Source: an optimization exercise on an open RTL-to-GDS flow (aim: small area, a short achievable clock period and few clock cycles per item). Production flows keep margins and buffers that such runs may drop. In this exercise RTL edits were held to simulation tests only and were not proved equivalent to the original.

==> flow/run.sh <==
#!/bin/bash
# Standard layout, with the port buffers made of sky130_fd_sc_hd__buf_2 cells instead of the
# buffer_ports default. All output goes to flow.log in the work folder.
set -o pipefail
export BUFFER_PORTS_ARGS="-buffer_cell sky130_fd_sc_hd__buf_2"
bash standard.sh > flow.log 2>&1
==> standard.sh <==
#!/bin/bash
# synth_recipe.tcl (not shown) runs the flow's synth.tcl, then flattens the netlist and writes it again
# the make line also repeats each setting of config.mk as NAME=value (left out here)
make -C /OpenROAD-flow-scripts/flow DESIGN_CONFIG=/design/flow/config.mk WORK_HOME=/design/flow/orfs CLKGATE_MAP_FILE= SYNTH_SCRIPT=/design/flow/synth_recipe.tcl "${@:-finish}"
==> config.mk <==
export PLATFORM = sky130hd
export DESIGN_NAME = date_difference_days_top
export DESIGN_NICKNAME = date_difference_days_top
export VERILOG_FILES = /design/flow/design.v
export SDC_FILE = /design/flow/constraint.sdc
export NUM_CORES = 4
export LEC_CHECK = 0
export CAP_MARGIN = 20
export CORE_MARGIN = 2
export CORE_UTILIZATION = 70
export CTS_BUF_LIST = sky130_fd_sc_hd__clkbuf_8
export GPL_ROUTABILITY_DRIVEN = 0
export GPL_TIMING_DRIVEN = 0
export SETUP_SLACK_MARGIN = 1.5
export SLEW_MARGIN = 20
export SYNTH_HIERARCHICAL = 1
export SYNTH_MINIMUM_KEEP_SIZE = 0
export TNS_END_PERCENT = 30
==> constraint.sdc <==
create_clock -name core_clock -period 5.5 [get_ports {clk_i}]
set_input_delay 1.1000 -clock core_clock [delete_from_list [all_inputs] [get_ports {clk_i}]]
set_output_delay 1.1000 -clock core_clock [all_outputs]
set_load 0.01 [all_outputs]
==> design.v <==
`timescale 1ns / 1ps
package dd_pkg;
  localparam int unsigned DAY_W   = 5;
  localparam int unsigned MONTH_W = 4;
  localparam int unsigned YEAR_W  = 14;
  localparam int unsigned DIFF_W  = 23;
endpackage
`timescale 1ns / 1ps
module date_difference_days_top #(
  parameter int unsigned YEAR_MAX = 9999
) (
  input  logic                      clk_i,
  input  logic                      rst_ni,
  input  logic                      valid_i,
  output logic                      stall_o,
  input  logic [dd_pkg::DAY_W-1:0]   first_day_i,
  input  logic [dd_pkg::MONTH_W-1:0] first_month_i,
  input  logic [dd_pkg::YEAR_W-1:0]  first_year_i,
  input  logic [dd_pkg::DAY_W-1:0]   second_day_i,
  input  logic [dd_pkg::MONTH_W-1:0] second_month_i,
  input  logic [dd_pkg::YEAR_W-1:0]  second_year_i,
  output logic                      valid_o,
  input  logic                      stall_i,
  output logic [dd_pkg::DIFF_W-1:0]  day_difference_o
);
  logic [1:0] valid_q;
  logic       adv;
  logic       hit;
  logic [3:0] flags_d, flags_q;
  assign flags_d = {second_year_i > 14'd9999, second_year_i == 14'd0,
                     first_year_i > 14'd9999, first_year_i == 14'd0};
  assign hit = (flags_d == flags_q);
  always_ff @(posedge clk_i or negedge rst_ni) begin
    if (!rst_ni) begin
      flags_q <= 4'd0;
    end else if (valid_i) begin
      flags_q <= flags_d;
    end
  end
  assign adv     = !(valid_q[1] && stall_i);
  assign stall_o = !(adv && hit);
  assign valid_o = valid_q[1];
  always_ff @(posedge clk_i or negedge rst_ni) begin
    if (!rst_ni) begin
      valid_q <= 2'b00;
    end else if (adv) begin
      valid_q <= {valid_q[0], valid_i && hit};
    end
  end
  logic [13:0] yc0, yc1;
  assign yc0 = flags_q[1] ? 14'd9999 : {first_year_i[13:1], first_year_i[0] | flags_q[0]};
  assign yc1 = flags_q[3] ? 14'd9999 : {second_year_i[13:1], second_year_i[0] | flags_q[2]};
  logic [11:0] q0, q1, qr0, qr1;
  assign q0  = yc0[13:2];
  assign q1  = yc1[13:2];
  assign qr0 = first_year_i[13:2];
  assign qr1 = second_year_i[13:2];
  logic [14:0] dlt_d;
  assign dlt_d = {1'b0, yc1} + {1'b0, ~yc0} + 15'd1;
  logic [5:0] dd_d;
  assign dd_d = {1'b0, second_day_i} + {1'b0, ~first_day_i};
  logic inv1;
  assign inv1 = ~qr0[8];
  logic d0_s2, d0_c3;
  dd_fa u_d0_s2 (.a(qr0[0]), .b(qr0[3]), .c(inv1), .s(d0_s2), .co(d0_c3));
  logic d0_s4, d0_c5;
  dd_fa u_d0_s4 (.a(qr0[1]), .b(qr0[4]), .c(d0_c3), .s(d0_s4), .co(d0_c5));
  logic d0_s6, d0_c7;
  dd_fa u_d0_s6 (.a(qr0[0]), .b(qr0[2]), .c(qr0[5]), .s(d0_s6), .co(d0_c7));
  logic d0_h8;
  assign d0_h8 = d0_s6 ^ qr0[10];
  logic d0_k9;
  assign d0_k9 = d0_s6 & ~qr0[10];
  logic d0_s10, d0_c11;
  dd_fa u_d0_s10 (.a(qr0[1]), .b(qr0[3]), .c(qr0[6]), .s(d0_s10), .co(d0_c11));
  logic inv12;
  assign inv12 = ~qr0[11];
  logic d0_s13, d0_c14;
  dd_fa u_d0_s13 (.a(inv12), .b(d0_c7), .c(d0_s10), .s(d0_s13), .co(d0_c14));
  logic d0_s15;
  assign d0_s15 = ~(qr0[2] ^ qr0[4]);
  logic d0_c16;
  assign d0_c16 = qr0[2] | qr0[4];
  logic d0_s17, d0_c18;
  dd_fa u_d0_s17 (.a(qr0[7]), .b(d0_c11), .c(d0_s15), .s(d0_s17), .co(d0_c18));
  logic d0_s19;
  assign d0_s19 = ~(qr0[3] ^ qr0[5]);
  logic d0_c20;
  assign d0_c20 = qr0[3] | qr0[5];
  logic d0_s21, d0_c22;
  dd_fa u_d0_s21 (.a(qr0[8]), .b(d0_c16), .c(d0_s19), .s(d0_s21), .co(d0_c22));
  logic d0_s23;
  assign d0_s23 = ~(qr0[4] ^ qr0[6]);
  logic d0_c24;
  assign d0_c24 = qr0[4] | qr0[6];
  logic d0_s25, d0_c26;
  dd_fa u_d0_s25 (.a(qr0[9]), .b(d0_c20), .c(d0_s23), .s(d0_s25), .co(d0_c26));
  logic d0_s27;
  assign d0_s27 = ~(qr0[5] ^ qr0[7]);
  logic d0_c28;
  assign d0_c28 = qr0[5] | qr0[7];
  logic d0_s29, d0_c30;
  dd_fa u_d0_s29 (.a(qr0[10]), .b(d0_c24), .c(d0_s27), .s(d0_s29), .co(d0_c30));
  logic d0_s31;
  assign d0_s31 = ~(qr0[6] ^ qr0[8]);
  logic d0_c32;
  assign d0_c32 = qr0[6] | qr0[8];
  logic d0_s33, d0_c34;
  dd_fa u_d0_s33 (.a(qr0[11]), .b(d0_c28), .c(d0_s31), .s(d0_s33), .co(d0_c34));
  logic d0_s35;
  assign d0_s35 = ~(qr0[7] ^ qr0[9]);
  logic d0_c36;
  assign d0_c36 = qr0[7] | qr0[9];
  logic d0_h37, d0_k38;
  dd_ha u_d0_h37 (.a(d0_c32), .b(d0_s35), .s(d0_h37), .co(d0_k38));
  logic d0_s39;
  assign d0_s39 = ~(qr0[8] ^ qr0[10]);
  logic d0_c40;
  assign d0_c40 = qr0[8] | qr0[10];
  logic d0_h41, d0_k42;
  dd_ha u_d0_h41 (.a(d0_c36), .b(d0_s39), .s(d0_h41), .co(d0_k42));
  logic d0_s43;
  assign d0_s43 = ~(qr0[9] ^ qr0[11]);
  logic d0_c44;
  assign d0_c44 = qr0[9] | qr0[11];
  logic d0_h45, d0_k46;
  dd_ha u_d0_h45 (.a(d0_c40), .b(d0_s43), .s(d0_h45), .co(d0_k46));
  logic d0_s47;
  assign d0_s47 = ~(qr0[10] ^ d0_c44);
  logic d0_c48;
  assign d0_c48 = qr0[10] | d0_c44;
  logic d0_s49;
  assign d0_s49 = ~(qr0[11] ^ d0_c48);
  logic [21:0] p0;
  assign p0 = {d0_s49, d0_k46, d0_k42, d0_k38, d0_h37, d0_c30, d0_c26, d0_c22, d0_c18, d0_c14, d0_k9, ~d0_h8, ~qr0[9], d0_s2, qr0[2], qr0[1], qr0[0], ~qr0[4], ~qr0[3], ~qr0[2], ~qr0[1], 1'b1} + {1'b0, d0_s47, d0_h45, d0_h41, d0_c34, d0_s33, d0_s29, d0_s25, d0_s21, d0_s17, d0_s13, d0_c5, d0_s4, 1'b0, ~qr0[7], ~qr0[6], ~qr0[5], 1'b0, 1'b0, 1'b0, 1'b0, ~qr0[0]};
  logic inv50;
  assign inv50 = ~qr1[8];
  logic d1_s51, d1_c52;
  dd_fa u_d1_s51 (.a(qr1[0]), .b(qr1[3]), .c(inv50), .s(d1_s51), .co(d1_c52));
  logic d1_s53, d1_c54;
  dd_fa u_d1_s53 (.a(qr1[1]), .b(qr1[4]), .c(d1_c52), .s(d1_s53), .co(d1_c54));
  logic d1_s55, d1_c56;
  dd_fa u_d1_s55 (.a(qr1[0]), .b(qr1[2]), .c(qr1[5]), .s(d1_s55), .co(d1_c56));
  logic d1_h57;
  assign d1_h57 = d1_s55 ^ qr1[10];
  logic d1_k58;
  assign d1_k58 = d1_s55 & ~qr1[10];
  logic d1_s59, d1_c60;
  dd_fa u_d1_s59 (.a(qr1[1]), .b(qr1[3]), .c(qr1[6]), .s(d1_s59), .co(d1_c60));
  logic inv61;
  assign inv61 = ~qr1[11];
  logic d1_s62, d1_c63;
  dd_fa u_d1_s62 (.a(inv61), .b(d1_c56), .c(d1_s59), .s(d1_s62), .co(d1_c63));
  logic d1_s64;
  assign d1_s64 = ~(qr1[2] ^ qr1[4]);
  logic d1_c65;
  assign d1_c65 = qr1[2] | qr1[4];
  logic d1_s66, d1_c67;
  dd_fa u_d1_s66 (.a(qr1[7]), .b(d1_c60), .c(d1_s64), .s(d1_s66), .co(d1_c67));
  logic d1_s68;
  assign d1_s68 = ~(qr1[3] ^ qr1[5]);
  logic d1_c69;
  assign d1_c69 = qr1[3] | qr1[5];
  logic d1_s70, d1_c71;
  dd_fa u_d1_s70 (.a(qr1[8]), .b(d1_c65), .c(d1_s68), .s(d1_s70), .co(d1_c71));
  logic d1_s72;
  assign d1_s72 = ~(qr1[4] ^ qr1[6]);
  logic d1_c73;
  assign d1_c73 = qr1[4] | qr1[6];
  logic d1_s74, d1_c75;
  dd_fa u_d1_s74 (.a(qr1[9]), .b(d1_c69), .c(d1_s72), .s(d1_s74), .co(d1_c75));
  logic d1_s76;
  assign d1_s76 = ~(qr1[5] ^ qr1[7]);
  logic d1_c77;
  assign d1_c77 = qr1[5] | qr1[7];
  logic d1_s78, d1_c79;
  dd_fa u_d1_s78 (.a(qr1[10]), .b(d1_c73), .c(d1_s76), .s(d1_s78), .co(d1_c79));
  logic d1_s80;
  assign d1_s80 = ~(qr1[6] ^ qr1[8]);
  logic d1_c81;
  assign d1_c81 = qr1[6] | qr1[8];
  logic d1_s82, d1_c83;
  dd_fa u_d1_s82 (.a(qr1[11]), .b(d1_c77), .c(d1_s80), .s(d1_s82), .co(d1_c83));
  logic d1_s84;
  assign d1_s84 = ~(qr1[7] ^ qr1[9]);
  logic d1_c85;
  assign d1_c85 = qr1[7] | qr1[9];
  logic d1_h86, d1_k87;
  dd_ha u_d1_h86 (.a(d1_c81), .b(d1_s84), .s(d1_h86), .co(d1_k87));
  logic d1_s88;
  assign d1_s88 = ~(qr1[8] ^ qr1[10]);
  logic d1_c89;
  assign d1_c89 = qr1[8] | qr1[10];
  logic d1_h90, d1_k91;
  dd_ha u_d1_h90 (.a(d1_c85), .b(d1_s88), .s(d1_h90), .co(d1_k91));
  logic d1_s92;
  assign d1_s92 = ~(qr1[9] ^ qr1[11]);
  logic d1_c93;
  assign d1_c93 = qr1[9] | qr1[11];
  logic d1_h94, d1_k95;
  dd_ha u_d1_h94 (.a(d1_c89), .b(d1_s92), .s(d1_h94), .co(d1_k95));
  logic d1_s96;
  assign d1_s96 = ~(qr1[10] ^ d1_c93);
  logic d1_c97;
  assign d1_c97 = qr1[10] | d1_c93;
  logic d1_s98;
  assign d1_s98 = ~(qr1[11] ^ d1_c97);
  logic [21:0] p1;
  assign p1 = {d1_s98, d1_k95, d1_k91, d1_k87, d1_h86, d1_c79, d1_c75, d1_c71, d1_c67, d1_c63, d1_k58, ~d1_h57, ~qr1[9], d1_s51, qr1[2], qr1[1], qr1[0], ~qr1[4], ~qr1[3], ~qr1[2], ~qr1[1], 1'b1} + {1'b0, d1_s96, d1_h94, d1_h90, d1_c83, d1_s82, d1_s78, d1_s74, d1_s70, d1_s66, d1_s62, d1_c54, d1_s53, 1'b0, ~qr1[7], ~qr1[6], ~qr1[5], 1'b0, 1'b0, 1'b0, 1'b0, ~qr1[0]};
  logic [6:0] c0_d, c1_d;
  logic       lj0_d, lj1_d;
  assign c0_d  = p0[21:15];
  assign c1_d  = p1[21:15];
  assign lj0_d = !flags_q[1] && !flags_q[0] && (first_year_i[1:0] == 2'd0)
                 && ((p0[14:10] != 5'd0) || (p0[16:15] == 2'd0)) && (first_month_i <= 4'd2);
  assign lj1_d = !flags_q[3] && !flags_q[2] && (second_year_i[1:0] == 2'd0)
                 && ((p1[14:10] != 5'd0) || (p1[16:15] == 2'd0)) && (second_month_i <= 4'd2);
  logic [14:0] dlt_q;
  logic [5:0]  dd_q;
  logic [3:0]  s_q;
  logic [6:0]  c0_q, c1_q;
  logic [0:0]  lj0_q, lj1_q;
  logic [3:0]  m0_q, m1_q;
  logic        big0_q, big1_q;
  always_ff @(posedge clk_i) begin
    if (adv) begin
      big0_q <= flags_q[1];
      big1_q <= flags_q[3];
      m0_q  <= first_month_i;
      m1_q  <= second_month_i;
      dlt_q <= dlt_d;
      dd_q  <= dd_d;
      s_q   <= {yc0[1:0], yc1[1:0]};
      c0_q  <= c0_d;
      c1_q  <= c1_d;
      lj0_q <= lj0_d;
      lj1_q <= lj1_d;
    end
  end
  localparam logic [143:0] BTAB  = 144'ha753a9d4e98445e6d45aa5cf05a1d87c0000;
  localparam logic [143:0] NBTAB = 144'h58ac562b167bba192ba55a30fa5e2783ffff;
  logic [8:0] b1, nb0;
  assign b1  = BTAB[9 * m1_q +: 9];
  assign nb0 = NBTAB[9 * m0_q +: 9];
  logic [6:0] c0, c1;
  assign c0 = big0_q ? 7'd99 : c0_q;
  assign c1 = big1_q ? 7'd99 : c1_q;
  logic inv99;
  assign inv99 = ~s_q[2];
  logic s_s100, s_c101;
  dd_fa u_s_s100 (.a(dlt_q[0]), .b(s_q[0]), .c(inv99), .s(s_s100), .co(s_c101));
  logic s_s102, s_c103;
  dd_fa u_s_s102 (.a(dlt_q[0]), .b(dlt_q[1]), .c(s_q[1]), .s(s_s102), .co(s_c103));
  logic inv104;
  assign inv104 = ~s_q[3];
  logic s_s105, s_c106;
  dd_fa u_s_s105 (.a(inv104), .b(s_c101), .c(s_s102), .s(s_s105), .co(s_c106));
  logic s_s107, s_c108;
  dd_fa u_s_s107 (.a(dlt_q[1]), .b(dlt_q[2]), .c(lj1_q[0]), .s(s_s107), .co(s_c108));
  logic s_s109;
  assign s_s109 = c1[0] ^ c0[2];
  logic s_c110;
  assign s_c110 = c1[0] & c0[2];
  logic s_s111, s_c112;
  dd_fa u_s_s111 (.a(dd_q[0]), .b(lj0_q[0]), .c(c1[2]), .s(s_s111), .co(s_c112));
  logic s_s113, s_c114;
  dd_fa u_s_s113 (.a(s_c103), .b(s_s107), .c(s_s109), .s(s_s113), .co(s_c114));
  logic s_s115, s_c116;
  dd_fa u_s_s115 (.a(c0[0]), .b(b1[0]), .c(nb0[0]), .s(s_s115), .co(s_c116));
  logic inv117;
  assign inv117 = ~s_c106;
  logic s_s118, s_c119;
  dd_fa u_s_s118 (.a(s_s111), .b(s_s115), .c(inv117), .s(s_s118), .co(s_c119));
  logic s_s120, s_c121;
  dd_fa u_s_s120 (.a(dlt_q[0]), .b(dlt_q[2]), .c(dlt_q[3]), .s(s_s120), .co(s_c121));
  logic s_s122, s_c123;
  dd_fa u_s_s122 (.a(c1[1]), .b(c0[3]), .c(s_c108), .s(s_s122), .co(s_c123));
  logic s_s124, s_c125;
  dd_fa u_s_s124 (.a(dd_q[1]), .b(c1[3]), .c(c0[1]), .s(s_s124), .co(s_c125));
  logic s_s126, s_c127;
  dd_fa u_s_s126 (.a(b1[1]), .b(nb0[1]), .c(s_c112), .s(s_s126), .co(s_c127));
  logic s_s128, s_c129;
  dd_fa u_s_s128 (.a(s_s120), .b(s_c110), .c(s_s122), .s(s_s128), .co(s_c129));
  logic s_s130, s_c131;
  dd_fa u_s_s130 (.a(s_s124), .b(s_c116), .c(s_s126), .s(s_s130), .co(s_c131));
  logic inv132;
  assign inv132 = ~s_c119;
  logic s_s133, s_c134;
  dd_fa u_s_s133 (.a(s_c114), .b(inv132), .c(s_s128), .s(s_s133), .co(s_c134));
  logic s_s135, s_c136;
  dd_fa u_s_s135 (.a(dlt_q[1]), .b(dlt_q[3]), .c(dlt_q[4]), .s(s_s135), .co(s_c136));
  logic s_s137;
  assign s_s137 = c1[2] ^ c0[4];
  logic s_c138;
  assign s_c138 = c1[2] & c0[4];
  logic s_s139, s_c140;
  dd_fa u_s_s139 (.a(dd_q[2]), .b(c1[4]), .c(c0[2]), .s(s_s139), .co(s_c140));
  logic s_s141, s_c142;
  dd_fa u_s_s141 (.a(s_c121), .b(s_s135), .c(s_s137), .s(s_s141), .co(s_c142));
  logic s_s143, s_c144;
  dd_fa u_s_s143 (.a(b1[2]), .b(nb0[2]), .c(s_c125), .s(s_s143), .co(s_c144));
  logic s_s145, s_c146;
  dd_fa u_s_s145 (.a(s_s139), .b(s_c127), .c(s_s143), .s(s_s145), .co(s_c146));
  logic s_s147, s_c148;
  dd_fa u_s_s147 (.a(s_c123), .b(s_s141), .c(s_c129), .s(s_s147), .co(s_c148));
  logic inv149;
  assign inv149 = ~s_c134;
  logic s_s150, s_c151;
  dd_fa u_s_s150 (.a(s_c131), .b(s_s145), .c(inv149), .s(s_s150), .co(s_c151));
  logic s_s152, s_c153;
  dd_fa u_s_s152 (.a(dlt_q[2]), .b(dlt_q[4]), .c(dlt_q[5]), .s(s_s152), .co(s_c153));
  logic s_s154, s_c155;
  dd_fa u_s_s154 (.a(c1[3]), .b(c0[5]), .c(s_c136), .s(s_s154), .co(s_c155));
  logic s_s156, s_c157;
  dd_fa u_s_s156 (.a(dd_q[3]), .b(c1[5]), .c(c0[3]), .s(s_s156), .co(s_c157));
  logic s_s158, s_c159;
  dd_fa u_s_s158 (.a(b1[3]), .b(nb0[3]), .c(s_c140), .s(s_s158), .co(s_c159));
  logic s_s160, s_c161;
  dd_fa u_s_s160 (.a(s_s152), .b(s_c138), .c(s_s154), .s(s_s160), .co(s_c161));
  logic s_s162, s_c163;
  dd_fa u_s_s162 (.a(s_s156), .b(s_c144), .c(s_s158), .s(s_s162), .co(s_c163));
  logic inv164;
  assign inv164 = ~s_c146;
  logic s_s165, s_c166;
  dd_fa u_s_s165 (.a(s_c142), .b(s_s160), .c(inv164), .s(s_s165), .co(s_c166));
  logic inv167;
  assign inv167 = ~s_s162;
  logic s_s168, s_c169;
  dd_fa u_s_s168 (.a(inv167), .b(s_c148), .c(s_s165), .s(s_s168), .co(s_c169));
  logic s_s170, s_c171;
  dd_fa u_s_s170 (.a(dlt_q[0]), .b(dlt_q[3]), .c(dlt_q[5]), .s(s_s170), .co(s_c171));
  logic s_s172;
  assign s_s172 = dlt_q[6] ^ c1[4];
  logic s_c173;
  assign s_c173 = dlt_q[6] & c1[4];
  logic s_s174, s_c175;
  dd_fa u_s_s174 (.a(c0[6]), .b(s_c153), .c(s_s170), .s(s_s174), .co(s_c175));
  logic s_s176, s_c177;
  dd_fa u_s_s176 (.a(dd_q[4]), .b(c1[6]), .c(c0[4]), .s(s_s176), .co(s_c177));
  logic s_s178, s_c179;
  dd_fa u_s_s178 (.a(b1[4]), .b(nb0[4]), .c(s_c157), .s(s_s178), .co(s_c179));
  logic s_s180, s_c181;
  dd_fa u_s_s180 (.a(s_s172), .b(s_c155), .c(s_s174), .s(s_s180), .co(s_c181));
  logic s_s182, s_c183;
  dd_fa u_s_s182 (.a(s_s176), .b(s_c159), .c(s_s178), .s(s_s182), .co(s_c183));
  logic inv184;
  assign inv184 = ~s_c163;
  logic s_s185, s_c186;
  dd_fa u_s_s185 (.a(s_c161), .b(s_s180), .c(inv184), .s(s_s185), .co(s_c186));
  logic inv187;
  assign inv187 = ~s_s182;
  logic s_s188, s_c189;
  dd_fa u_s_s188 (.a(inv187), .b(s_c166), .c(s_s185), .s(s_s188), .co(s_c189));
  logic s_s190, s_c191;
  dd_fa u_s_s190 (.a(dlt_q[1]), .b(dlt_q[4]), .c(dlt_q[6]), .s(s_s190), .co(s_c191));
  logic s_s192, s_c193;
  dd_fa u_s_s192 (.a(dlt_q[7]), .b(c1[5]), .c(s_c171), .s(s_s192), .co(s_c193));
  logic s_s194, s_c195;
  dd_fa u_s_s194 (.a(dd_q[5]), .b(c0[5]), .c(b1[5]), .s(s_s194), .co(s_c195));
  logic s_s196, s_c197;
  dd_fa u_s_s196 (.a(nb0[5]), .b(s_c177), .c(s_s194), .s(s_s196), .co(s_c197));
  logic s_s198, s_c199;
  dd_fa u_s_s198 (.a(s_s190), .b(s_c173), .c(s_c175), .s(s_s198), .co(s_c199));
  logic s_s200, s_c201;
  dd_fa u_s_s200 (.a(s_s192), .b(s_c181), .c(s_s198), .s(s_s200), .co(s_c201));
  logic s_s202, s_c203;
  dd_fa u_s_s202 (.a(s_c179), .b(s_s196), .c(s_c183), .s(s_s202), .co(s_c203));
  logic inv204;
  assign inv204 = ~s_s202;
  logic s_s205, s_c206;
  dd_fa u_s_s205 (.a(s_s200), .b(s_c186), .c(inv204), .s(s_s205), .co(s_c206));
  logic s_s207, s_c208;
  dd_fa u_s_s207 (.a(dlt_q[2]), .b(dlt_q[5]), .c(dlt_q[7]), .s(s_s207), .co(s_c208));
  logic s_s209;
  assign s_s209 = dlt_q[8] ^ c1[6];
  logic s_c210;
  assign s_c210 = dlt_q[8] & c1[6];
  logic s_s211, s_c212;
  dd_fa u_s_s211 (.a(s_c191), .b(s_s207), .c(s_s209), .s(s_s211), .co(s_c212));
  logic s_s213, s_c214;
  dd_fa u_s_s213 (.a(c0[6]), .b(b1[6]), .c(nb0[6]), .s(s_s213), .co(s_c214));
  logic s_s215, s_c216;
  dd_fa u_s_s215 (.a(s_c195), .b(s_s213), .c(s_c197), .s(s_s215), .co(s_c216));
  logic s_s217, s_c218;
  dd_fa u_s_s217 (.a(s_c193), .b(s_s211), .c(s_c199), .s(s_s217), .co(s_c218));
  logic inv219;
  assign inv219 = ~s_s215;
  logic s_s220, s_c221;
  dd_fa u_s_s220 (.a(inv219), .b(s_c201), .c(s_s217), .s(s_s220), .co(s_c221));
  logic inv222;
  assign inv222 = ~s_c203;
  logic s_s223, s_c224;
  dd_fa u_s_s223 (.a(inv222), .b(s_s220), .c(s_c206), .s(s_s223), .co(s_c224));
  logic s_s225, s_c226;
  dd_fa u_s_s225 (.a(dlt_q[3]), .b(dlt_q[6]), .c(dlt_q[8]), .s(s_s225), .co(s_c226));
  logic s_s227, s_c228;
  dd_fa u_s_s227 (.a(dlt_q[9]), .b(s_c208), .c(s_s225), .s(s_s227), .co(s_c228));
  logic s_s229, s_c230;
  dd_fa u_s_s229 (.a(dlt_q[0]), .b(b1[7]), .c(nb0[7]), .s(s_s229), .co(s_c230));
  logic s_s231, s_c232;
  dd_fa u_s_s231 (.a(s_c210), .b(s_s227), .c(s_c212), .s(s_s231), .co(s_c232));
  logic inv233;
  assign inv233 = ~s_s231;
  logic s_s234, s_c235;
  dd_fa u_s_s234 (.a(s_c214), .b(s_s229), .c(inv233), .s(s_s234), .co(s_c235));
  logic inv236;
  assign inv236 = ~s_c218;
  logic s_s237, s_c238;
  dd_fa u_s_s237 (.a(s_c216), .b(inv236), .c(s_s234), .s(s_s237), .co(s_c238));
  logic s_h239;
  assign s_h239 = s_s237 ^ s_c221;
  logic s_k240;
  assign s_k240 = s_s237 & ~s_c221;
  logic s_s241, s_c242;
  dd_fa u_s_s241 (.a(dlt_q[4]), .b(dlt_q[7]), .c(dlt_q[9]), .s(s_s241), .co(s_c242));
  logic s_s243;
  assign s_s243 = dlt_q[10] ^ s_c226;
  logic s_c244;
  assign s_c244 = dlt_q[10] & s_c226;
  logic s_s245, s_c246;
  dd_fa u_s_s245 (.a(dlt_q[0]), .b(dlt_q[1]), .c(b1[8]), .s(s_s245), .co(s_c246));
  logic s_s247, s_c248;
  dd_fa u_s_s247 (.a(nb0[8]), .b(s_c230), .c(s_s245), .s(s_s247), .co(s_c248));
  logic s_s249, s_c250;
  dd_fa u_s_s249 (.a(s_s241), .b(s_c228), .c(s_s243), .s(s_s249), .co(s_c250));
  logic inv251;
  assign inv251 = ~s_s247;
  logic s_s252, s_c253;
  dd_fa u_s_s252 (.a(inv251), .b(s_s249), .c(s_c232), .s(s_s252), .co(s_c253));
  logic inv254;
  assign inv254 = ~s_s252;
  logic s_s255, s_c256;
  dd_fa u_s_s255 (.a(s_c235), .b(inv254), .c(s_c238), .s(s_s255), .co(s_c256));
  logic s_s257, s_c258;
  dd_fa u_s_s257 (.a(dlt_q[5]), .b(dlt_q[8]), .c(dlt_q[10]), .s(s_s257), .co(s_c258));
  logic s_s259, s_c260;
  dd_fa u_s_s259 (.a(dlt_q[11]), .b(s_c242), .c(s_s257), .s(s_s259), .co(s_c260));
  logic s_s261, s_c262;
  dd_fa u_s_s261 (.a(dlt_q[1]), .b(dlt_q[2]), .c(s_c246), .s(s_s261), .co(s_c262));
  logic s_s263, s_c264;
  dd_fa u_s_s263 (.a(s_c244), .b(s_s259), .c(s_c250), .s(s_s263), .co(s_c264));
  logic inv265;
  assign inv265 = ~s_s263;
  logic s_s266, s_c267;
  dd_fa u_s_s266 (.a(s_c248), .b(s_s261), .c(inv265), .s(s_s266), .co(s_c267));
  logic s_h268;
  assign s_h268 = s_s266 ^ s_c253;
  logic s_k269;
  assign s_k269 = s_s266 & ~s_c253;
  logic s_s270, s_c271;
  dd_fa u_s_s270 (.a(dlt_q[6]), .b(dlt_q[9]), .c(dlt_q[11]), .s(s_s270), .co(s_c271));
  logic s_s272;
  assign s_s272 = dlt_q[12] ^ s_c258;
  logic s_c273;
  assign s_c273 = dlt_q[12] & s_c258;
  logic inv274;
  assign inv274 = ~s_s270;
  logic s_s275, s_c276;
  dd_fa u_s_s275 (.a(dlt_q[2]), .b(dlt_q[3]), .c(inv274), .s(s_s275), .co(s_c276));
  logic inv277;
  assign inv277 = ~s_s275;
  logic s_s278, s_c279;
  dd_fa u_s_s278 (.a(s_c260), .b(s_s272), .c(inv277), .s(s_s278), .co(s_c279));
  logic inv280;
  assign inv280 = ~s_c262;
  logic s_s281, s_c282;
  dd_fa u_s_s281 (.a(inv280), .b(s_s278), .c(s_c264), .s(s_s281), .co(s_c282));
  logic s_h283;
  assign s_h283 = s_c267 ^ s_s281;
  logic s_k284;
  assign s_k284 = s_c267 & ~s_s281;
  logic s_s285, s_c286;
  dd_fa u_s_s285 (.a(dlt_q[7]), .b(dlt_q[10]), .c(dlt_q[12]), .s(s_s285), .co(s_c286));
  logic s_s287;
  assign s_s287 = dlt_q[13] ^ s_c271;
  logic s_c288;
  assign s_c288 = dlt_q[13] & s_c271;
  logic inv289;
  assign inv289 = ~s_s285;
  logic s_s290, s_c291;
  dd_fa u_s_s290 (.a(dlt_q[3]), .b(dlt_q[4]), .c(inv289), .s(s_s290), .co(s_c291));
  logic s_s292, s_c293;
  dd_fa u_s_s292 (.a(s_c273), .b(s_s287), .c(s_c279), .s(s_s292), .co(s_c293));
  logic inv294;
  assign inv294 = ~s_s292;
  logic s_s295, s_c296;
  dd_fa u_s_s295 (.a(s_c276), .b(s_s290), .c(inv294), .s(s_s295), .co(s_c296));
  logic s_h297;
  assign s_h297 = s_s295 ^ s_c282;
  logic s_k298;
  assign s_k298 = s_s295 & ~s_c282;
  logic s_s299, s_c300;
  dd_fa u_s_s299 (.a(dlt_q[8]), .b(dlt_q[11]), .c(dlt_q[13]), .s(s_s299), .co(s_c300));
  logic s_s301, s_c302;
  dd_fa u_s_s301 (.a(dlt_q[14]), .b(s_c286), .c(s_s299), .s(s_s301), .co(s_c302));
  logic inv303;
  assign inv303 = ~s_c288;
  logic s_s304, s_c305;
  dd_fa u_s_s304 (.a(dlt_q[4]), .b(dlt_q[5]), .c(inv303), .s(s_s304), .co(s_c305));
  logic inv306;
  assign inv306 = ~s_s301;
  logic s_s307, s_c308;
  dd_fa u_s_s307 (.a(s_c291), .b(inv306), .c(s_s304), .s(s_s307), .co(s_c308));
  logic inv309;
  assign inv309 = ~s_c293;
  logic s_s310, s_c311;
  dd_fa u_s_s310 (.a(inv309), .b(s_s307), .c(s_c296), .s(s_s310), .co(s_c311));
  logic s_s312, s_c313;
  dd_fa u_s_s312 (.a(dlt_q[9]), .b(dlt_q[12]), .c(dlt_q[14]), .s(s_s312), .co(s_c313));
  logic inv314;
  assign inv314 = ~s_c300;
  logic s_s315, s_c316;
  dd_fa u_s_s315 (.a(dlt_q[5]), .b(dlt_q[6]), .c(inv314), .s(s_s315), .co(s_c316));
  logic inv317;
  assign inv317 = ~s_s315;
  logic s_s318, s_c319;
  dd_fa u_s_s318 (.a(s_s312), .b(s_c302), .c(inv317), .s(s_s318), .co(s_c319));
  logic inv320;
  assign inv320 = ~s_s318;
  logic s_s321, s_c322;
  dd_fa u_s_s321 (.a(s_c305), .b(inv320), .c(s_c308), .s(s_s321), .co(s_c322));
  logic s_s323;
  assign s_s323 = dlt_q[10] ^ dlt_q[13];
  logic s_c324;
  assign s_c324 = dlt_q[10] & dlt_q[13];
  logic inv325;
  assign inv325 = ~s_c313;
  logic s_s326, s_c327;
  dd_fa u_s_s326 (.a(dlt_q[6]), .b(dlt_q[7]), .c(inv325), .s(s_s326), .co(s_c327));
  logic inv328;
  assign inv328 = ~s_s323;
  logic s_s329, s_c330;
  dd_fa u_s_s329 (.a(inv328), .b(s_c316), .c(s_s326), .s(s_s329), .co(s_c330));
  logic s_h331;
  assign s_h331 = s_s329 ^ s_c319;
  logic s_k332;
  assign s_k332 = s_s329 & ~s_c319;
  logic s_s333, s_c334;
  dd_fa u_s_s333 (.a(dlt_q[11]), .b(dlt_q[14]), .c(s_c324), .s(s_s333), .co(s_c334));
  logic s_s335, s_c336;
  dd_fa u_s_s335 (.a(dlt_q[7]), .b(dlt_q[8]), .c(s_c327), .s(s_s335), .co(s_c336));
  logic inv337;
  assign inv337 = ~s_s333;
  logic s_s338, s_c339;
  dd_fa u_s_s338 (.a(inv337), .b(s_c330), .c(s_s335), .s(s_s338), .co(s_c339));
  logic s_s340;
  assign s_s340 = ~(dlt_q[8] ^ dlt_q[9]);
  logic s_c341;
  assign s_c341 = dlt_q[8] | dlt_q[9];
  logic inv342;
  assign inv342 = ~s_s340;
  logic s_s343, s_c344;
  dd_fa u_s_s343 (.a(dlt_q[12]), .b(inv342), .c(s_c334), .s(s_s343), .co(s_c344));
  logic s_h345;
  assign s_h345 = s_c336 ^ s_s343;
  logic s_k346;
  assign s_k346 = s_c336 & ~s_s343;
  logic s_s347;
  assign s_s347 = ~(dlt_q[9] ^ dlt_q[10]);
  logic s_c348;
  assign s_c348 = dlt_q[9] | dlt_q[10];
  logic inv349;
  assign inv349 = ~dlt_q[13];
  logic s_s350, s_c351;
  dd_fa u_s_s350 (.a(inv349), .b(s_c341), .c(s_s347), .s(s_s350), .co(s_c351));
  logic s_h352;
  assign s_h352 = s_s350 ^ s_c344;
  logic s_k353;
  assign s_k353 = s_s350 & ~s_c344;
  logic s_s354, s_c355;
  dd_fa u_s_s354 (.a(dlt_q[10]), .b(dlt_q[11]), .c(s_c348), .s(s_s354), .co(s_c355));
  logic inv356;
  assign inv356 = ~dlt_q[14];
  logic s_s357, s_c358;
  dd_fa u_s_s357 (.a(inv356), .b(s_c351), .c(s_s354), .s(s_s357), .co(s_c358));
  logic s_s359;
  assign s_s359 = ~(dlt_q[11] ^ dlt_q[12]);
  logic s_c360;
  assign s_c360 = dlt_q[11] | dlt_q[12];
  logic s_h361, s_k362;
  dd_ha u_s_h361 (.a(s_s359), .b(s_c355), .s(s_h361), .co(s_k362));
  logic s_s363;
  assign s_s363 = ~(dlt_q[12] ^ dlt_q[13]);
  logic s_c364;
  assign s_c364 = dlt_q[12] | dlt_q[13];
  logic s_h365, s_k366;
  dd_ha u_s_h365 (.a(s_c360), .b(s_s363), .s(s_h365), .co(s_k366));
  logic s_s367, s_c368;
  dd_fa u_s_s367 (.a(dlt_q[13]), .b(dlt_q[14]), .c(s_c364), .s(s_s367), .co(s_c368));
  logic [22:0] ra_d, rb_d, ra_q, rb_q;
  assign ra_d = {dlt_q[14], s_k366, s_h365, s_h361, s_s357, s_k346, s_h345, s_k332, s_h331, s_s321, s_k298, s_k284, s_k269, s_h268, s_k240, s_h239, s_s223, s_c189, s_c169, s_c151, s_s147, s_s130, s_s113};
  assign rb_d = {s_c368, s_s367, s_k362, s_c358, s_k353, s_h352, s_c339, s_s338, s_c322, s_c311, s_s310, s_h297, s_h283, s_c256, s_s255, s_c224, 1'b0, s_s205, s_s188, s_s168, s_s150, s_s133, s_s118};
  always_ff @(posedge clk_i) begin
    if (adv) begin
      ra_q <= ra_d;
      rb_q <= rb_d;
    end
  end
  assign day_difference_o = (ra_q ^ 23'h0142f5) + (rb_q ^ 23'h020cba);
endmodule
module dd_fa (
  input  logic a,
  input  logic b,
  input  logic c,
  output logic s,
  output logic co
);
  assign s  = a ^ b ^ c;
  assign co = (a & b) | (a & c) | (b & c);
endmodule
module dd_ha (
  input  logic a,
  input  logic b,
  output logic s,
  output logic co
);
  assign s  = a ^ b;
  assign co = a & b;
endmodule
==> impl_results.md, run 1 <==
* Run status: finished clean
* H-tree depth at 3
* Sort of element at the end of the critical path: output port
* Detailed-route DRC error count at 0
* Post-synthesis cell count at 933
* Final net count at 1,325
* Post-synth EDFFs at 96
* Initial antenna violation count at 0
* Initial core utilization at 0.716
* Tot GR Track Use at 0.265
* Placement row count at 44
* Total iterations of the first detailed-routing run at 5
* Net count of the mapped netlist at 1,239
* Max transition margin at 0.330
* Die outline height at 126 µm
* Detailed placer's ending HPWL at 16,700 µm
* Critical-path maximum fanout at 3
* Count of filler cells inserted in the layout at 978
* Largest net degree at the start of global routing at 64
* Global-route wire length before repair at 33,300 µm
* Setup TNS at 0 ns
* Final Skew at 0.0126 ns
* Total clock sinks at 102
* Top flip-flop cell by instance count after synthesis: sky130_fd_sc_hd__edfxtp_1
* Vias after detailed routing at 6,784
* Total wirelength of the detailed-routed design at 19,700 µm
* Slew at the pin with the worst max-slew slack at 0.980 ns
* Async set-or-reset flop fraction in the synthesized netlist at 0.0588
* Unrepaired setup endpoints after global routing: yes
* Part of the cycle the worst path needs at 0.707
* Wire per inst at 16.3 µm
* Total of warnings raised by yosys at 7
* Number of buffers on the longest clock path at 2
* Area growth from synthesis to layout at 8.61%
* # setup viols final at 0
* Flop and latch count out of synthesis at 102
* Synthesized area per cell at 11.1 µm²
* Total inserted antenna cells at 0
* Number of buffers inserted during clock tree synthesis at 9
* Vias per cell at 5.62
* Number of global-route vias before repair at 6,883
* Boundary Pins at 75
* Count of buffers inserted at the top-level ports at 74
* Fmax achieved at 0.257 GHz
* Data arrival time of the worst path at 2.79 ns
* TritonCTS clock tree: yes
* Most frequent cells in the layout: sky130_fd_sc_hd__inv_1, sky130_fd_sc_hd__ha_1, sky130_fd_sc_hd__fa_1, sky130_fd_sc_hd__edfxtp_1, sky130_fd_sc_hd__buf_2
* Fraction of layout cells with a size suffix above 1 at 0.127
* Clock insertion delay at the later pin of the skew report at 0.38 ns
* Most common cell after layout, fill and taps aside: sky130_fd_sc_hd__inv_1
* Min Hold Slack at 0.478 ns
* Number of library cell types mapped by synthesis at 70
* Area of the mapped netlist at 10,400 µm²
* Register cell area after layout at 3030 µm²
* Class of the most critical setup path: flop to output port
* Total Die Area at 15,900 µm²
* Core Region at 14,500 µm²
* Combined area of the multi-input logic cells at 6750 µm²
* Final antenna-violating net count at 0
* Total count of max-transition violations in the final report at 0
* Die Wd at 126 µm
* Final worst path period need at 3.89 ns
* Hold violation count in the final report at 0
* Clk root buf: sky130_fd_sc_hd__clkbuf_8
* Detailed Route Iter0 Violations at 354
* Max-cap violation count at 0
* Share of the yosys chip area belonging to registers at 0.292
* Required @ worst endpoint at 4.40 ns
* Path class of the lowest-slack min-delay path: flop to flop
* Global-route congestion overflow total at 0
* Total of hold buffers inserted after clock tree synthesis at 0
* Clock-pin slew reported for the worst setup and hold paths after clock tree synthesis at 0.10 ns
* Startpoint type of the worst setup path: flop
registers in the layout (all words and copies together), names as in the netlist, 6 cells and up:
name,flops
c0_q,7
dlt_q,15
ra_q,23
c1_q,7
rb_q,22
dd_q,6
modules after synthesis (local to each module, per instance):
module	times used	flops+latches	area, µm²
date_difference_days_top	1	102	7960
dd_ha	8	0	12.5
dd_fa	117	0	20.0
per-stage QoR:
stage                     instance area, µm²  std cells  setup WS [ns]  utilization
after floorplan                        10400        933           1.70            -
after global placement                 11000       1191          0.943        0.757
after detailed placement               11000       1192           1.24        0.759
after CTS                              11300       1207           1.53        0.776
after global routing                   11300       1207           1.44        0.777
final                                  11300       1207           1.61        0.777
layout make-up:
class | count | share of cell area
timing repair buffer | 75 | 0.0352
multi-input combinational | 659 | 0.598
tap | 184 | 0.0204
clock inverter | 6 | 0.00975
sequential | 102 | 0.268
clock buffer | 9 | 0.0110
inverter | 164 | 0.0545
buffer | 8 | 0.00310
repair_timing:
item,CTS,global route
resized for setup,2,9
setup buffers,0,0
pin swaps,0,1
setup endpoints to repair,3,8
path summary, 6_finish.rpt:
path | from | end | slack, ns | cells past startpoint
min | valid_q[0] | valid_q[1] | 0.48 | 1
max | ra_q[0] | day_difference_o[20] | 1.61 | 11
max in group asynchronous | rst_ni | flags_q[1] | 4.84 | 1
min in group asynchronous | rst_ni | flags_q[0] | 0.52 | 1
max reg2reg | m1_q[2] | ra_q[6] | 1.67 | 10
min reg2reg | valid_q[0] | valid_q[1] | 0.48 | 1
routing by layer:
layer / up-vias / GRT usage / share of wire
met5: - / 0 / 0
met3: 35 / 0.0395 / 0.044
met2: 164 / 0.438 / 0.48
li1: 3335 / - / -
met1: 3250 / 0.365 / 0.44
met4: 0 / 0.0905 / 0.029
cell usage after synthesis (all sizes together) (3+ instances only):
library cell,instances,area (µm²)
a211oi,6,62.6
a21o,14,105
a21oi,41,209
a31oi,8,50.1
and2,5,33.8
and3,3,18.8
clkbuf,7,26.3
dfrtp,6,150
edfxtp,96,2880
fa,120,2400
ha,136,1700
inv,164,616
mux2,5,56.3
mux2i,8,80.1
nand2,32,120
nand2b,19,119
nand3,12,60.1
nand4,5,31.3
nor2,46,173
nor2b,14,87.6
nor3,12,60.1
nor4,11,75.1
o211ai,6,50.1
o21a,7,52.6
o21ai,31,159
o21bai,5,37.5
o22ai,3,18.8
o31ai,3,22.5
o41ai,4,53.8
or2,12,75.1
or3,7,48.8
xnor2,35,307
xor2,22,193
critical path, stage by stage, from the launching register on:
cell and delay (ns):
sky130_fd_sc_hd__edfxtp_1 0.34, sky130_fd_sc_hd__inv_1 0.04, sky130_fd_sc_hd__ha_2 0.19, sky130_fd_sc_hd__fa_2 0.37
sky130_fd_sc_hd__a21oi_2 0.16, sky130_fd_sc_hd__o22ai_2 0.12, sky130_fd_sc_hd__a211o_1 0.31, sky130_fd_sc_hd__o21a_1 0.21
sky130_fd_sc_hd__or2_1 0.22, sky130_fd_sc_hd__a41oi_2 0.18, sky130_fd_sc_hd__xnor2_1 0.13, sky130_fd_sc_hd__buf_2 0.14
cell families (layout without fill, tap and decap cells):
logic type	Yosys count	in the layout	share of synthesized area
adder cells (fa/ha/maj)	256	256	0.395
buffers and inverters	172	262	0.0622
XOR/XNOR	57	57	0.0480
flip-flops	102	102	0.292
multiplexers	13	13	0.0131
AO/OA/AOI/OAI	150	150	0.100
AND/OR/NAND/NOR	183	183	0.0906
Testbench counts, summed over its fixed seeds: cycles 12,016, items 12,000.
==> run 2, diff against run 1 <==
--- a/config.mk
+++ b/config.mk
@@ -16,3 +16,2 @@
 export SYNTH_HIERARCHICAL = 1
 export SYNTH_MINIMUM_KEEP_SIZE = 0
-export TNS_END_PERCENT = 30
==> impl_results.md, run 2 <==
* Run status: finished clean
* Hold violation count in the final report at 0
* Max stage delay on crit path at 0.37 ns
* Total iterations of the first detailed-routing run at 6
* Total Die Area at 15,900 µm²
* Startpoint type of the worst setup path: flop
* Max FFs per register at 23
* Crit-path cells: inv_1 > ha_2 > fa_2 > a21oi_2 > o22ai_2 > a211o_1 > o21a_1 > or2_1 > a41oi_2 > xnor2_1 > buf_2
* Start point of the worst min-delay path: valid_q[0]
* Detailed Route Iter0 Violations at 348
* Initial antenna violation count at 0
* Standard cell with the maximum stage delay on the critical path: sky130_fd_sc_hd__fa_2
* Post-synth top area cell: sky130_fd_sc_hd__edfxtp_1
* Final antenna-violating net count at 0
* Die outline height at 126 µm
* Biggest registers after layout: ra_q: 23 flops, rb_q: 22 flops, dlt_q: 15 flops
* Final net count at 1,325
* Async set-or-reset flop fraction in the synthesized netlist at 0.0588
* Detailed-route DRC error count at 0
* Fraction of layout cells with a size suffix above 1 at 0.128
* Total clock sinks at 102
* # setup viols final at 0
* Slew at the pin with the worst max-slew slack at 0.982 ns
* Most frequent cells in the layout: sky130_fd_sc_hd__inv_1, sky130_fd_sc_hd__ha_1, sky130_fd_sc_hd__fa_1, sky130_fd_sc_hd__edfxtp_1, sky130_fd_sc_hd__buf_2
* Tot GR Track Use at 0.265
* Global-route wire length before repair at 33,300 µm
* Placement row count at 44
* Top cell types by occurrence after synthesis: sky130_fd_sc_hd__inv_1, sky130_fd_sc_hd__ha_1, sky130_fd_sc_hd__fa_1
* Global-route congestion overflow total at 0
* Critical-path maximum fanout at 3
* Number of library cell types mapped by synthesis at 70
* Cells on worst reg2reg path at 10
* Area share of the leading cell type in the synthesized netlist at 0.277
* Setup ws final at 1.61 ns
* Share of the yosys chip area belonging to registers at 0.292
* Synthesized area per cell at 11.1 µm²
* Core Region at 14,500 µm²
* Max-cap violation count at 0
* Data arrival time of the worst path at 2.79 ns
* Initial core utilization at 0.716
* Flop and latch count out of synthesis at 102
* Most common cell in the netlist: sky130_fd_sc_hd__inv_1
* Vias after detailed routing at 6,806
* Path class of the lowest-slack min-delay path: flop to flop
* Total wirelength of the detailed-routed design at 19,700 µm
* Clock-pin slew reported for the worst setup and hold paths after clock tree synthesis at 0.10 ns
* Die Wd at 126 µm
* Required @ worst endpoint at 4.40 ns
* Number of buffers inserted during clock tree synthesis at 9
* Unrepaired setup endpoints after global routing: yes
* TritonCTS clock tree: yes
* Clock insertion delay at the later pin of the skew report at 0.38 ns
* Buffers and inverters on the worst path at 2
* Area of the mapped netlist at 10,400 µm²
* Total placed cells including tap cells at 1,192
* Setup TNS at 0 ns
* Count of buffers inserted at the top-level ports at 74
* Vias per cell at 5.64
* Kind of cell adding the most delay to the critical path: compound AO/OA/AOI/OAI gates
* Final Skew at 0.0123 ns
* Most common cell after layout, fill and taps aside: sky130_fd_sc_hd__inv_1
* Worst setup path start: ra_q[0]
* Setup fix buffers added after clock tree synthesis at 0
* Final standard cell count with taps included and fillers excluded at 1,207
* Worst R2R End: ra_q[6]
* Total count of max-transition violations in the final report at 0
* Max transition margin at 0.329
* Worst slack at placement at 1.24 ns
* Clk root buf: sky130_fd_sc_hd__clkbuf_8
* Reg2Reg Launch Point: m1_q[2]
* Top register by number of flip-flops: ra_q
* Boundary Pins at 75
* Fmax achieved at 0.257 GHz
* Largest net degree at the start of global routing at 64
* Worst Hold Endpoint: valid_q[1]
* Number of cells traversed by the worst hold path at 1
* Sort of element at the end of the critical path: output port
* Class of the most critical setup path: flop to output port
* Net count of the mapped netlist at 1,239
* Final worst path period need at 3.89 ns
* Largest cells by area after synthesis: sky130_fd_sc_hd__edfxtp_1, sky130_fd_sc_hd__fa_1, sky130_fd_sc_hd__ha_1
* Wire per inst at 16.3 µm
* Area growth from synthesis to layout at 8.64%
* Detailed placer's ending HPWL at 16,700 µm
* Part of the cycle the worst path needs at 0.707
* Post-synthesis cell count at 933
* Top flip-flop cell by instance count after synthesis: sky130_fd_sc_hd__edfxtp_1
* Number of global-route vias before repair at 6,883
* Total inserted antenna cells at 0
* H-tree depth at 3
* Total of warnings raised by yosys at 7
* Number of buffers on the longest clock path at 2
* Post-synth EDFFs at 96
run 2: worst max-delay path by stage:
stage	cells past startpoint	end	slack, ns
floorplan	10	c1_q[6]	1.70
global placement	2	ra_q[18]	0.94
detailed placement	11	lj0_q	1.24
CTS	10	day_difference_o[20]	1.53
global route	10	day_difference_o[20]	1.46
finish	11	day_difference_o[20]	1.61
run 2: cells by family after synthesis:
logic type,count (synthesis),share of synthesized area
xor+xnor,57,0.0480
fa+ha+maj,256,0.395
simple gates,183,0.0906
buf+inv,172,0.0622
mux,13,0.0131
flops,102,0.292
compound gates,150,0.100
run 2: Yosys stat by module (local to each module, per instance):
| module | times used | area, µm² | cells inside |
|---|---|---|---|
| date_difference_days_top | 1 | 7960 | 808 |
| dd_fa | 117 | 20.0 | 1 |
| dd_ha | 8 | 12.5 | 1 |
run 2: per-stage QoR:
| step | area (µm²) | utilization | hold slack [ns] |
|---|---|---|---|
| 5_1_grt | 11300 | 0.778 | 0.504 |
| 4_1_cts | 11300 | 0.776 | 0.480 |
| 2_1_floorplan | 10400 | - | 0.435 |
| 6_report | 11300 | 0.778 | 0.477 |
| 3_5_place_dp | 11000 | 0.759 | 0.456 |
| 3_3_place_gp | 11000 | 0.757 | 0.460 |
run 2: layout make-up:
cell class                      count  area, µm²
Tap cell                          184        230
Buffer                              8       35.0
Fill cell                         977       3230
Clock buffer                        9        124
Multi-Input combinational cell    659       6760
Inverter                          164        616
Clock inverter                      6        110
Timing Repair Buffer               75        398
Sequential cell                   102       3030
run 2: worst register-to-register path, cell delays in order, from the launching register on:
cell and delay [ns]:
sky130_fd_sc_hd__edfxtp_1 0.43, sky130_fd_sc_hd__clkbuf_2 0.20, sky130_fd_sc_hd__inv_1 0.15, sky130_fd_sc_hd__ha_1 0.25, sky130_fd_sc_hd__mux2_2 0.30, sky130_fd_sc_hd__fa_1 0.45
sky130_fd_sc_hd__fa_1 0.42, sky130_fd_sc_hd__fa_1 0.50, sky130_fd_sc_hd__inv_1 0.05, sky130_fd_sc_hd__fa_1 0.39, sky130_fd_sc_hd__fa_1 0.44
run 2: routing by layer:
layer | vias up | global-route usage | routed length [µm]
met5 | - | 0 | 0
met4 | 0 | 0.0905 | 555
met3 | 33 | 0.0395 | 899
met2 | 176 | 0.438 | 9480
met1 | 3261 | 0.365 | 8730
li1 | 3336 | - | -
run 2: what timing repair did:
item	in CTS	in global routing
endpoints found under the setup margin	3	8
pin swaps	0	1
hold buffers	0	0
gates resized for setup	2	11
==> run 3, diff against run 2 <==
--- a/config.mk
+++ b/config.mk
@@ -6,5 +6,5 @@
 export NUM_CORES = 4
 export LEC_CHECK = 0
-export CAP_MARGIN = 20
+export CAP_MARGIN = 5
 export CORE_MARGIN = 2
 export CORE_UTILIZATION = 70
@@ -13,5 +13,5 @@
 export GPL_TIMING_DRIVEN = 0
 export SETUP_SLACK_MARGIN = 1.5
-export SLEW_MARGIN = 20
+export SLEW_MARGIN = 5
 export SYNTH_HIERARCHICAL = 1
 export SYNTH_MINIMUM_KEEP_SIZE = 0
==> impl_results.md, run 3 <==
* Clock insertion delay at the later pin of the skew report at 0.39 ns
* Setup TNS at 0 ns
* Detailed-route DRC error count at 0
* Fraction of layout cells with a size suffix above 1 at 0.132
* Final Skew at 0.0159 ns
* Net count of the mapped netlist at 1,239
* Max FFs per register at 23
* Largest cells by area after synthesis: sky130_fd_sc_hd__edfxtp_1, sky130_fd_sc_hd__fa_1, sky130_fd_sc_hd__ha_1
* Area share of the leading cell type in the synthesized netlist at 0.277
* Async set-or-reset flop fraction in the synthesized netlist at 0.0588
* Total placed cells including tap cells at 1,192
* Total of warnings raised by yosys at 7
* Post-synthesis cell count at 933
* Vias after detailed routing at 6,799
* Synthesized area per cell at 11.1 µm²
* Combined area of the multi-input logic cells at 6760 µm²
* Total iterations of the first detailed-routing run at 5
* H-tree depth at 3
* Hold violation count in the final report at 0
* Sort of element at the end of the critical path: output port
* Required @ worst endpoint at 4.40 ns
* Clock-pin slew reported for the worst setup and hold paths after clock tree synthesis at 0.11 ns
* Tot GR Track Use at 0.261
* Final net count at 1,325
* Slew at the pin with the worst max-slew slack at 1.01 ns
* Top cell types by occurrence after synthesis: sky130_fd_sc_hd__inv_1, sky130_fd_sc_hd__ha_1, sky130_fd_sc_hd__fa_1
* Global-route wire length before repair at 32,700 µm
* Critical-path maximum fanout at 3
* Max transition margin at 0.306
* Total count of max-transition violations in the final report at 0
* Number of library cell types mapped by synthesis at 70
* Die outline height at 126 µm
* Biggest registers after layout: ra_q: 23 flops, rb_q: 22 flops, dlt_q: 15 flops
* Post-synth EDFFs at 96
* Wire per inst at 16.0 µm
* # setup viols final at 0
* Total of hold buffers inserted after clock tree synthesis at 0
* Class of the most critical setup path: flop to output port
* Share of the yosys chip area belonging to registers at 0.292
* Top register by number of flip-flops: ra_q
* Synthesized-area fraction occupied by ao, oa, aoi and oai cells at 0.100
* Placement row count at 44
* Top flip-flop cell by instance count after synthesis: sky130_fd_sc_hd__edfxtp_1
* Detailed placer's ending HPWL at 16,400 µm
* Largest net degree at the start of global routing at 74
* Final antenna-violating net count at 0
* Startpoint type of the worst setup path: flop
* Area share of xor/xnor cells in the synthesized design at 0.0480
* Area of the mapped netlist at 10,400 µm²
* Total wirelength of the detailed-routed design at 19,300 µm
* Reg2Reg Launch Point: m1_q[2]
* Final worst path period need at 3.92 ns
* Count of buffers inserted at the top-level ports at 74
* Max-cap violation count at 0
* Number of global-route vias before repair at 6,802
* Flop and latch count out of synthesis at 102
* Die Wd at 126 µm
* Data arrival time of the worst path at 2.82 ns
* Number of buffers inserted during clock tree synthesis at 9
* Post-synth top area cell: sky130_fd_sc_hd__edfxtp_1
* Vias per cell at 5.63
* Synthesized-area fraction occupied by adder cells at 0.395
* Most frequent cells in the layout: sky130_fd_sc_hd__inv_1, sky130_fd_sc_hd__ha_1, sky130_fd_sc_hd__fa_1, sky130_fd_sc_hd__edfxtp_1, sky130_fd_sc_hd__buf_2
* Core Region at 14,500 µm²
* Boundary Pins at 75
* TritonCTS clock tree: yes
* Total clock sinks at 102
* Final standard cell count with taps included and fillers excluded at 1,208
* Most common cell after layout, fill and taps aside: sky130_fd_sc_hd__inv_1
* Detailed Route Iter0 Violations at 369
* Worst R2R End: ra_q[6]
* Area growth from synthesis to layout at 8.20%
* Min Hold Slack at 0.485 ns
* Total inserted antenna cells at 0
* Dominant combinational cell family by area after synthesis: adder cells
* Number of buffers on the longest clock path at 2
* Last element of the critical path: day_difference_o[20]
* Mux cell area share after synthesis at 0.0131
* Global-route congestion overflow total at 0
* Fmax achieved at 0.255 GHz
* Worst setup path start: rb_q[0]
* Most common cell in the netlist: sky130_fd_sc_hd__inv_1
* Total Die Area at 15,900 µm²
* Initial core utilization at 0.716
* Unrepaired setup endpoints after global routing: yes
* Count of filler cells inserted in the layout at 1,003
* Clk root buf: sky130_fd_sc_hd__clkbuf_8
* Register cell area after layout at 3030 µm²
* Cells on worst reg2reg path at 10
* Part of the cycle the worst path needs at 0.712
* Path class of the lowest-slack min-delay path: flop to flop
* Area fraction in and, or, nand and nor cells after synthesis at 0.0906
* Initial antenna violation count at 0
* Run status: finished clean
run 3: kinds of logic (layout without fill, tap and decap cells):
group | after synthesis | after routing
AOI/OAI and AO/OA | 150 | 150
and+or+nand+nor | 183 | 183
adders and majority gates | 256 | 256
buffers and inverters | 172 | 263
xor gates and xnor gates | 57 | 57
DFF | 102 | 102
muxes | 13 | 13
run 3: critical path, cell delays in order, from the launching register on:
cell	delay (ns)
sky130_fd_sc_hd__edfxtp_1	0.38
sky130_fd_sc_hd__ha_2	0.20
sky130_fd_sc_hd__fa_2	0.37
sky130_fd_sc_hd__a21oi_2	0.16
sky130_fd_sc_hd__o22ai_2	0.12
sky130_fd_sc_hd__a211o_1	0.31
sky130_fd_sc_hd__o21a_1	0.22
sky130_fd_sc_hd__or2_1	0.22
sky130_fd_sc_hd__a41oi_2	0.18
sky130_fd_sc_hd__xnor2_1	0.13
sky130_fd_sc_hd__buf_2	0.14
run 3: area by class of cell:
cell class	count	share of cell area
clock inverters	7	0.00511
plain buffers	8	0.00311
clock buffers	9	0.0110
multi-input cells	659	0.601
repair buffers	75	0.0353
inverters	164	0.0547
flip-flops and latches	102	0.269
well taps	184	0.0205
run 3: timing repair:
item,4_1_cts,5_1_grt
gates cloned,0,0
resized for setup,2,13
setup buffers,0,0
pin swaps,0,2
endpoints found under the setup margin,3,8
run 3: stage by stage:
step | worst slack (ns) | util | area (µm²)
after floorplan | 1.70 | - | 10400
after global placement | 0.943 | 0.757 | 11000
after detailed placement | 1.25 | 0.759 | 11000
after CTS | 1.52 | 0.772 | 11200
after global routing | 1.40 | 0.774 | 11300
final | 1.58 | 0.774 | 11300
run 3: routing by layer:
| layer | vias up | share of wire | GRT usage |
|---|---|---|---|
| li1 | 3336 | - | - |
| met1 | 3240 | 0.45 | 0.364 |
| met2 | 190 | 0.47 | 0.418 |
| met3 | 33 | 0.053 | 0.0489 |
| met4 | 0 | 0.032 | 0.0899 |
| met5 | - | 0 | 0 |
run 3: how the worst min path moves through the flow:
stage	from	endpoint	slack (ns)	depth (start not counted)
2_1_floorplan	valid_q[0]	valid_q[1]	0.44	1
3_3_place_gp	valid_q[0]	valid_q[1]	0.46	1
3_5_place_dp	valid_q[0]	valid_q[1]	0.45	1
4_1_cts	rst_ni	flags_q[0]	0.49	1
5_1_grt	rst_ni	valid_q[0]	0.50	1
6_report	valid_q[0]	valid_q[1]	0.48	1
run 3: per-module statistics from Yosys (local to each module, per instance):
module / cells / cell area (µm²)
dd_fa: 1 / 20.0
dd_ha: 1 / 12.5
date_difference_days_top: 808 / 7960

separate check: timing with driven ports:
Ports are ideal in the flow. The routed layouts listed here were re-timed in OpenROAD. Step 1: set_driving_cell puts a clkbuf_16 on clk_i and a buf_2 on each other input, an assumption about the parent block. Step 2 adds t to the input delays and takes it off the output delays; t is the mean of the earliest and latest rising clock arrival at the registers after step 1. Input paths then give back, and output paths get back, about the clock's delay inside the block. Slacks: no drivers / after step 1 / after step 2; pairs: no drivers / after step 1.
run	t, ns	setup slack, ns	hold slack, ns	clock arrival spread, ns	slew at the worst register clock pin (ns)
run 1	0.412	1.610 / 1.575 / 1.240	0.478 / 0.478 / 0.478	0.013 / 0.013	0.10 / 0.10
run 2	0.410	1.612 / 1.576 / 1.240	0.477 / 0.477 / 0.477	0.013 / 0.013	0.10 / 0.10
run 3	0.423	1.583 / 1.546 / 1.275	0.485 / 0.485 / 0.485	0.016 / 0.017	0.11 / 0.11
After both steps every run listed still meets setup and hold. The setup slack of run 2, which loses most, moves by -0.036 ns with the drivers and by -0.372 ns with both steps.
